What follows belongs to an exercise in optimizing a design on an open flow for small area, a short achievable clock period and few clock cycles per item; a production flow would make more cautious choices. RTL that was checked went through simulation tests only; none was proved equivalent to the original.

==> inputs of try-zinc <==
==> flow/design.v <==
`default_nettype none
package pkt_buffer_pkg;
    localparam int DATA_W  = 64;
    localparam int KEEP_W  = DATA_W / 8;
    localparam int ENTRY_W = 1 + KEEP_W + DATA_W;    
    localparam int META_W  = 32;
    localparam int ADDR_W  = 6;
    localparam int DEPTH   = 1 << ADDR_W;
    localparam logic [1:0] OP_PKT_RD  = 2'd0;
    localparam logic [1:0] OP_PKT_WR  = 2'd1;
    localparam logic [1:0] OP_META_RD = 2'd2;
    localparam logic [1:0] OP_META_WR = 2'd3;
endpackage
`default_nettype wire
`default_nettype none
import pkt_buffer_pkg::*;
module pkt_buffer_top
(
    input  wire               clk,
    input  wire               rstn,
    input  wire               dp_wr_en,
    input  wire [ADDR_W-1:0]  dp_wr_addr,
    input  wire [DATA_W-1:0]  dp_wr_data,
    input  wire [KEEP_W-1:0]  dp_wr_keep,
    input  wire               dp_wr_last,
    input  wire [META_W-1:0]  dp_wr_meta,
    input  wire               dp_rd_en,
    input  wire [ADDR_W-1:0]  dp_rd_addr,
    output logic              out_valid,
    output logic [DATA_W-1:0] out_data,
    output logic [KEEP_W-1:0] out_keep,
    output logic              out_last,
    output logic [META_W-1:0] out_meta,
    input  wire               cpu_req_valid,
    input  logic [1:0]        cpu_req_op,
    input  wire [ADDR_W-1:0]  cpu_req_addr,
    input  wire [ENTRY_W-1:0] cpu_req_wdata,
    output logic               cpu_rsp_valid,
    output logic [1:0]         cpu_rsp_op,
    output logic [ENTRY_W-1:0] cpu_rsp_data
);
    localparam int NG = 1;               
    localparam int GR = DEPTH / NG;      
    logic               parked;
    logic [1:0]         hold_op;
    logic [ADDR_W-1:0]  hold_addr;
    logic [ENTRY_W-1:0] hold_wdata;
    logic [1:0]         s_op;
    logic [ADDR_W-1:0]  s_addr;
    logic [ENTRY_W-1:0] s_wdata;
    logic               issue;
    assign s_op    = parked ? hold_op    : cpu_req_op;
    assign s_addr  = parked ? hold_addr  : cpu_req_addr;
    assign s_wdata = parked ? hold_wdata : cpu_req_wdata;
    assign issue   = !dp_wr_en && (parked || cpu_req_valid);
    always_ff @(posedge clk)
    begin
        if (!rstn)
            parked <= 1'b0;
        else
            parked <= dp_wr_en && (parked || cpu_req_valid);
    end
    always_ff @(posedge clk)
    begin
        if (!parked)
        begin
            hold_op    <= cpu_req_op;
            hold_addr  <= cpu_req_addr;
            hold_wdata <= cpu_req_wdata;
        end
    end
    logic               pkt_we;
    logic               meta_we;
    logic [ADDR_W-1:0]  w_addr;
    logic [ENTRY_W-1:0] w_pkt;
    logic [META_W-1:0]  w_meta;
    assign pkt_we  = dp_wr_en || (issue && s_op == OP_PKT_WR);
    assign meta_we = dp_wr_en || (issue && s_op == OP_META_WR);
    assign w_addr  = dp_wr_en ? dp_wr_addr : s_addr;
    assign w_pkt   = dp_wr_en ? {dp_wr_last, dp_wr_keep, dp_wr_data} : s_wdata;
    assign w_meta  = dp_wr_en ? dp_wr_meta : s_wdata[META_W-1:0];
    logic [ENTRY_W-1:0] pkt_mem  [DEPTH];
    logic [META_W-1:0]  meta_mem [DEPTH];
    always_ff @(posedge clk)
    begin
        for (int r = 0; r < DEPTH; r++)
        begin
            if (pkt_we && w_addr == ADDR_W'(r))
                pkt_mem[r] <= w_pkt;
            if (meta_we && w_addr == ADDR_W'(r))
                meta_mem[r] <= w_meta;
        end
    end
    logic [ENTRY_W-1:0] dp_pkt_part  [NG];
    logic [META_W-1:0]  dp_meta_part [NG];
    logic [ENTRY_W-1:0] cpu_part     [NG];
    always_ff @(posedge clk)
    begin
        for (int g = 0; g < NG; g++)
        begin
            logic [ENTRY_W-1:0] p;
            logic [META_W-1:0]  m;
            logic [ENTRY_W-1:0] c;
            p = '0;
            m = '0;
            c = '0;
            for (int k = 0; k < GR; k++)
            begin
                logic rs, cp, cm;
                rs = dp_rd_addr == ADDR_W'(g * GR + k);
                cp = s_addr == ADDR_W'(g * GR + k) && s_op == OP_PKT_RD;
                cm = s_addr == ADDR_W'(g * GR + k) && s_op == OP_META_RD;
                p = p | ({ENTRY_W{rs}} & pkt_mem[g * GR + k]);
                m = m | ({META_W{rs}} & meta_mem[g * GR + k]);
                c = c | ({ENTRY_W{cp}} & pkt_mem[g * GR + k])
                      | ENTRY_W'({META_W{cm}} & meta_mem[g * GR + k]);
            end
            dp_pkt_part[g]  <= p;
            dp_meta_part[g] <= m;
            cpu_part[g]     <= c;
        end
    end
    always_ff @(posedge clk)
    begin
        if (!rstn)
        begin
            out_valid     <= 1'b0;
            cpu_rsp_valid <= 1'b0;
        end
        else
        begin
            out_valid     <= dp_rd_en;
            cpu_rsp_valid <= issue;
        end
    end
    always_ff @(posedge clk)
    begin
        cpu_rsp_op <= s_op;
    end
    always_comb
    begin
        logic [ENTRY_W-1:0] p;
        logic [META_W-1:0]  m;
        logic [ENTRY_W-1:0] c;
        p = '0;
        m = '0;
        c = '0;
        for (int g = 0; g < NG; g++)
        begin
            p = p | dp_pkt_part[g];
            m = m | dp_meta_part[g];
            c = c | cpu_part[g];
        end
        {out_last, out_keep, out_data} = p;
        out_meta     = m;
        cpu_rsp_data = c;
    end
endmodule
`default_nettype wire
==> flow/run.sh <==
#!/bin/bash
# synth_recipe.tcl (not shown) runs the flow's synth.tcl, then flattens the netlist and writes it again
# the make line also repeats each setting of config.mk as NAME=value (left out here)
make -C /OpenROAD-flow-scripts/flow DESIGN_CONFIG=/design/flow/config.mk WORK_HOME=/design/flow/orfs CLKGATE_MAP_FILE= SYNTH_SCRIPT=/design/flow/synth_recipe.tcl finish
==> flow/config.mk <==
export PLATFORM = sky130hd
export DESIGN_NAME = pkt_buffer_top
export DESIGN_NICKNAME = pkt_buffer_top
export VERILOG_FILES = /design/flow/design.v
export SDC_FILE = /design/flow/constraint.sdc
export NUM_CORES = 8
export LEC_CHECK = 0
export CAP_MARGIN = 20
export CORE_MARGIN = 2
export CORE_UTILIZATION = 55
export CTS_BUF_LIST = sky130_fd_sc_hd__clkbuf_8
export CTS_CLUSTER_SIZE = 30
export SETUP_SLACK_MARGIN = 1.5
export SLEW_MARGIN = 20
export SYNTH_MEMORY_MAX_BITS = 16384
==> flow/constraint.sdc <==
create_clock -name core_clock -period 5.5 [get_ports {clk}]
set_input_delay 1.1000 -clock core_clock [delete_from_list [all_inputs] [get_ports {clk}]]
set_output_delay 1.1000 -clock core_clock [all_outputs]
set_load 0.01 [all_outputs]
==> inputs of try-garnet, as changes to try-zinc <==
==> flow/design.v, changed modules only <==
module pkt_buffer_top
(
    input  wire               clk,
    input  wire               rstn,
    input  wire               dp_wr_en,
    input  wire [ADDR_W-1:0]  dp_wr_addr,
    input  wire [DATA_W-1:0]  dp_wr_data,
    input  wire [KEEP_W-1:0]  dp_wr_keep,
    input  wire               dp_wr_last,
    input  wire [META_W-1:0]  dp_wr_meta,
    input  wire               dp_rd_en,
    input  wire [ADDR_W-1:0]  dp_rd_addr,
    output logic              out_valid,
    output logic [DATA_W-1:0] out_data,
    output logic [KEEP_W-1:0] out_keep,
    output logic              out_last,
    output logic [META_W-1:0] out_meta,
    input  wire               cpu_req_valid,
    input  logic [1:0]        cpu_req_op,
    input  wire [ADDR_W-1:0]  cpu_req_addr,
    input  wire [ENTRY_W-1:0] cpu_req_wdata,
    output logic               cpu_rsp_valid,
    output logic [1:0]         cpu_rsp_op,
    output logic [ENTRY_W-1:0] cpu_rsp_data
);
    localparam int GB = 3;               
    localparam int GR = 1 << GB;         
    localparam int NG = DEPTH / GR;      
    logic               parked;
    logic [1:0]         hold_op;
    logic [ADDR_W-1:0]  hold_addr;
    logic [ENTRY_W-1:0] hold_wdata;
    logic [1:0]         s_op;
    logic [ADDR_W-1:0]  s_addr;
    logic [ENTRY_W-1:0] s_wdata;
    logic               issue;
    logic               parked_wr;   
    assign s_op    = parked ? hold_op    : cpu_req_op;
    assign s_addr  = parked ? hold_addr  : cpu_req_addr;
    assign s_wdata = parked_wr ? hold_wdata : cpu_req_wdata;
    assign issue   = !dp_wr_en && (parked || cpu_req_valid);
    always_ff @(posedge clk)
    begin
        if (!rstn)
        begin
            parked    <= 1'b0;
            parked_wr <= 1'b0;
        end
        else
        begin
            parked    <= dp_wr_en && (parked || cpu_req_valid);
            parked_wr <= dp_wr_en && (parked || cpu_req_valid) && s_op[0];
        end
    end
    always_ff @(posedge clk)
    begin
        if (cpu_req_valid)
        begin
            hold_op    <= cpu_req_op;
            hold_addr  <= cpu_req_addr;
            hold_wdata <= cpu_req_wdata;
        end
    end
    logic               pkt_we;
    logic               meta_we;
    logic [ADDR_W-1:0]  w_addr;
    logic [ENTRY_W-1:0] w_pkt;
    logic [META_W-1:0]  w_meta;
    assign pkt_we  = dp_wr_en || (issue && s_op == OP_PKT_WR);
    assign meta_we = dp_wr_en || (issue && s_op == OP_META_WR);
    assign w_addr  = dp_wr_en ? dp_wr_addr : s_addr;
    assign w_pkt   = dp_wr_en ? {dp_wr_last, dp_wr_keep, dp_wr_data} : s_wdata;
    assign w_meta  = dp_wr_en ? dp_wr_meta : s_wdata[META_W-1:0];
    logic [ENTRY_W-1:0] pkt_mem  [DEPTH];
    logic [META_W-1:0]  meta_mem [DEPTH];
    always_ff @(posedge clk)
    begin
        for (int r = 0; r < DEPTH; r++)
        begin
            if (pkt_we && w_addr == ADDR_W'(r))
                pkt_mem[r] <= w_pkt;
            if (meta_we && w_addr == ADDR_W'(r))
                meta_mem[r] <= w_meta;
        end
    end
    logic [GR-1:0] dp_lo;        
    logic [NG-1:0] dp_hi;        
    logic [GR-1:0] cpu_lo;       
    logic [NG-1:0] cpu_hi_p;     
    logic [NG-1:0] cpu_hi_m;     
    always_comb
    begin
        for (int j = 0; j < GR; j++)
        begin
            dp_lo[j]  = dp_rd_addr[GB-1:0] == GB'(j);
            cpu_lo[j] = s_addr[GB-1:0] == GB'(j);
        end
        for (int k = 0; k < NG; k++)
        begin
            dp_hi[k]    = dp_rd_addr[ADDR_W-1:GB] == (ADDR_W-GB)'(k);
            cpu_hi_p[k] = s_addr[ADDR_W-1:GB] == (ADDR_W-GB)'(k) && s_op == OP_PKT_RD;
            cpu_hi_m[k] = s_addr[ADDR_W-1:GB] == (ADDR_W-GB)'(k) && s_op == OP_META_RD;
        end
    end
    logic [ENTRY_W-1:0] dp_pkt_grp  [NG];
    logic [META_W-1:0]  dp_meta_grp [NG];
    logic [ENTRY_W-1:0] cpu_pkt_grp [NG];
    logic [META_W-1:0]  cpu_meta_grp[NG];
    always_comb
    begin
        for (int k = 0; k < NG; k++)
        begin
            dp_pkt_grp[k]   = '0;
            dp_meta_grp[k]  = '0;
            cpu_pkt_grp[k]  = '0;
            cpu_meta_grp[k] = '0;
            for (int j = 0; j < GR; j++)
            begin
                dp_pkt_grp[k]   = dp_pkt_grp[k]   | ({ENTRY_W{dp_lo[j]}}  & pkt_mem[k * GR + j]);
                dp_meta_grp[k]  = dp_meta_grp[k]  | ({META_W{dp_lo[j]}}   & meta_mem[k * GR + j]);
                cpu_pkt_grp[k]  = cpu_pkt_grp[k]  | ({ENTRY_W{cpu_lo[j]}} & pkt_mem[k * GR + j]);
                cpu_meta_grp[k] = cpu_meta_grp[k] | ({META_W{cpu_lo[j]}}  & meta_mem[k * GR + j]);
            end
        end
    end
    logic [ENTRY_W-1:0] dp_pkt_q;
    logic [META_W-1:0]  dp_meta_q;
    logic [ENTRY_W-1:0] cpu_q;
    always_ff @(posedge clk)
    begin
        logic [ENTRY_W-1:0] p;
        logic [META_W-1:0]  m;
        logic [ENTRY_W-1:0] c;
        p = '0;
        m = '0;
        c = '0;
        for (int k = 0; k < NG; k++)
        begin
            p = p | ({ENTRY_W{dp_hi[k]}} & dp_pkt_grp[k]);
            m = m | ({META_W{dp_hi[k]}}  & dp_meta_grp[k]);
            c = c | ({ENTRY_W{cpu_hi_p[k]}} & cpu_pkt_grp[k])
                  | ENTRY_W'({META_W{cpu_hi_m[k]}} & cpu_meta_grp[k]);
        end
        dp_pkt_q  <= p;
        dp_meta_q <= m;
        cpu_q     <= c;
    end
    always_ff @(posedge clk)
    begin
        if (!rstn)
        begin
            out_valid     <= 1'b0;
            cpu_rsp_valid <= 1'b0;
        end
        else
        begin
            out_valid     <= dp_rd_en;
            cpu_rsp_valid <= issue;
        end
    end
    always_ff @(posedge clk)
    begin
        cpu_rsp_op <= s_op;
    end
    assign {out_last, out_keep, out_data} = dp_pkt_q;
    assign out_meta     = dp_meta_q;
    assign cpu_rsp_data = cpu_q;
endmodule
==> flow/flow/run.sh (new file) <==
#!/bin/bash
# The standard layout (standard.sh: ORFS synthesis to finish) with two
# changes, each passed to ORFS through its own variables:
#  - the port buffers are buf_4 cells instead of the delay cell buffer_ports
#    picks by default (every port still gets its buffer);
#  - clock tree synthesis clusters up to 25 flip-flops per leaf buffer and
#    inserts no dummy loads.
# The make output goes to standard.log here; each ORFS step keeps its own log
# under orfs/logs.
set -euo pipefail
here=$(pwd)
export BUFFER_PORTS_ARGS="-buffer_cell sky130_fd_sc_hd__buf_4"
export CTS_ARGS="-sink_clustering_enable -repair_clock_nets -sink_clustering_size 25 -sink_clustering_max_diameter 100 -dont_use_dummy_load"
bash standard.sh > "$here/standard.log" 2>&1
==> flow/standard.sh (new file) <==
#!/bin/bash
# synth_recipe.tcl (not shown) runs the flow's synth.tcl, then flattens the netlist and writes it again
# the make line also repeats each setting of config.mk as NAME=value (left out here)
make -C /OpenROAD-flow-scripts/flow DESIGN_CONFIG=/design/flow/config.mk WORK_HOME=/design/flow/orfs CLKGATE_MAP_FILE= SYNTH_SCRIPT=/design/flow/synth_recipe.tcl "${@:-finish}"
CORE_UTILIZATION = 40   (was 55)
CTS_BUF_LIST = unset   (was sky130_fd_sc_hd__clkbuf_8)
CTS_CLUSTER_SIZE = unset   (was 30)
SETUP_SLACK_MARGIN = 2.6   (was 1.5)
TNS_END_PERCENT = 10   (was unset)
removed: flow/run.sh
==> comparison table <==
	try-zinc	try-garnet
Mux cell area share after synthesis	0.527%	0.792%
Setup Fix Bufs, Post-CTS	1	280
Number of H-tree levels	7	5
Seq/Total Area, Yosys	72.8%	72.5%
Total placed instance area	319000 sq um	313000 sq um
Run status	aborted with a tool error	finished clean
Failing step	5_1_grt	-
Mapped Area	285000 sq um	287000 sq um
Clock sink count	6982	6985
Cells after Synth	18000	18400
Clock tree root buffer cell	sky130_fd_sc_hd__clkbuf_8	sky130_fd_sc_hd__clkbuf_16
Total instance count after detailed placement	25700	27900
GP Congestion	1.19	0.944
Floorplan die height	723 microns	851 microns
Area fraction in and, or, nand and nor cells after synthesis	5.08%	1.91%
Total CTS buffers	1212	334
Num rows	264	311
Number of library cell types mapped by synthesis	59	48
Die W	723 microns	851 microns
Setup slack at placement	76.1 ps	436 ps
Testbench counts of try-garnet, summed over its fixed seeds: cycles 6,972, requests 4,800.
For try-zinc, only the layout was checked, not whether the RTL still works.

[what the ideal ports hide]
How much do the figures lean on ideal ports? The routed layout below was timed once more, with nothing changed but the port constraints. Step 1, drivers: a clkbuf_16 drives clk and a buf_2 each remaining input, both assumed. Step 2 moves the port delays by t, midway between the first and last clock arrival at a register: inputs arrive t later, outputs are due t later. That takes back most of the time a late clock gives input paths. Three values: no drivers, after step 1, after step 2; two values: the first two.
run: try-garnet
t (ns): 1.236
slack for setup (ns): 2.123 / 2.139 / 0.996
worst hold slack (ns): 0.118 / -0.023 / 0.671
worst register clock-pin slew, ns: 0.11 / 0.11
worst data-port slew with drivers (ns): 0.51
After both steps setup and hold are still met in try-garnet. The setup slack of try-garnet moves by +0.016 ns with the drivers and by -1.127 ns with both steps.
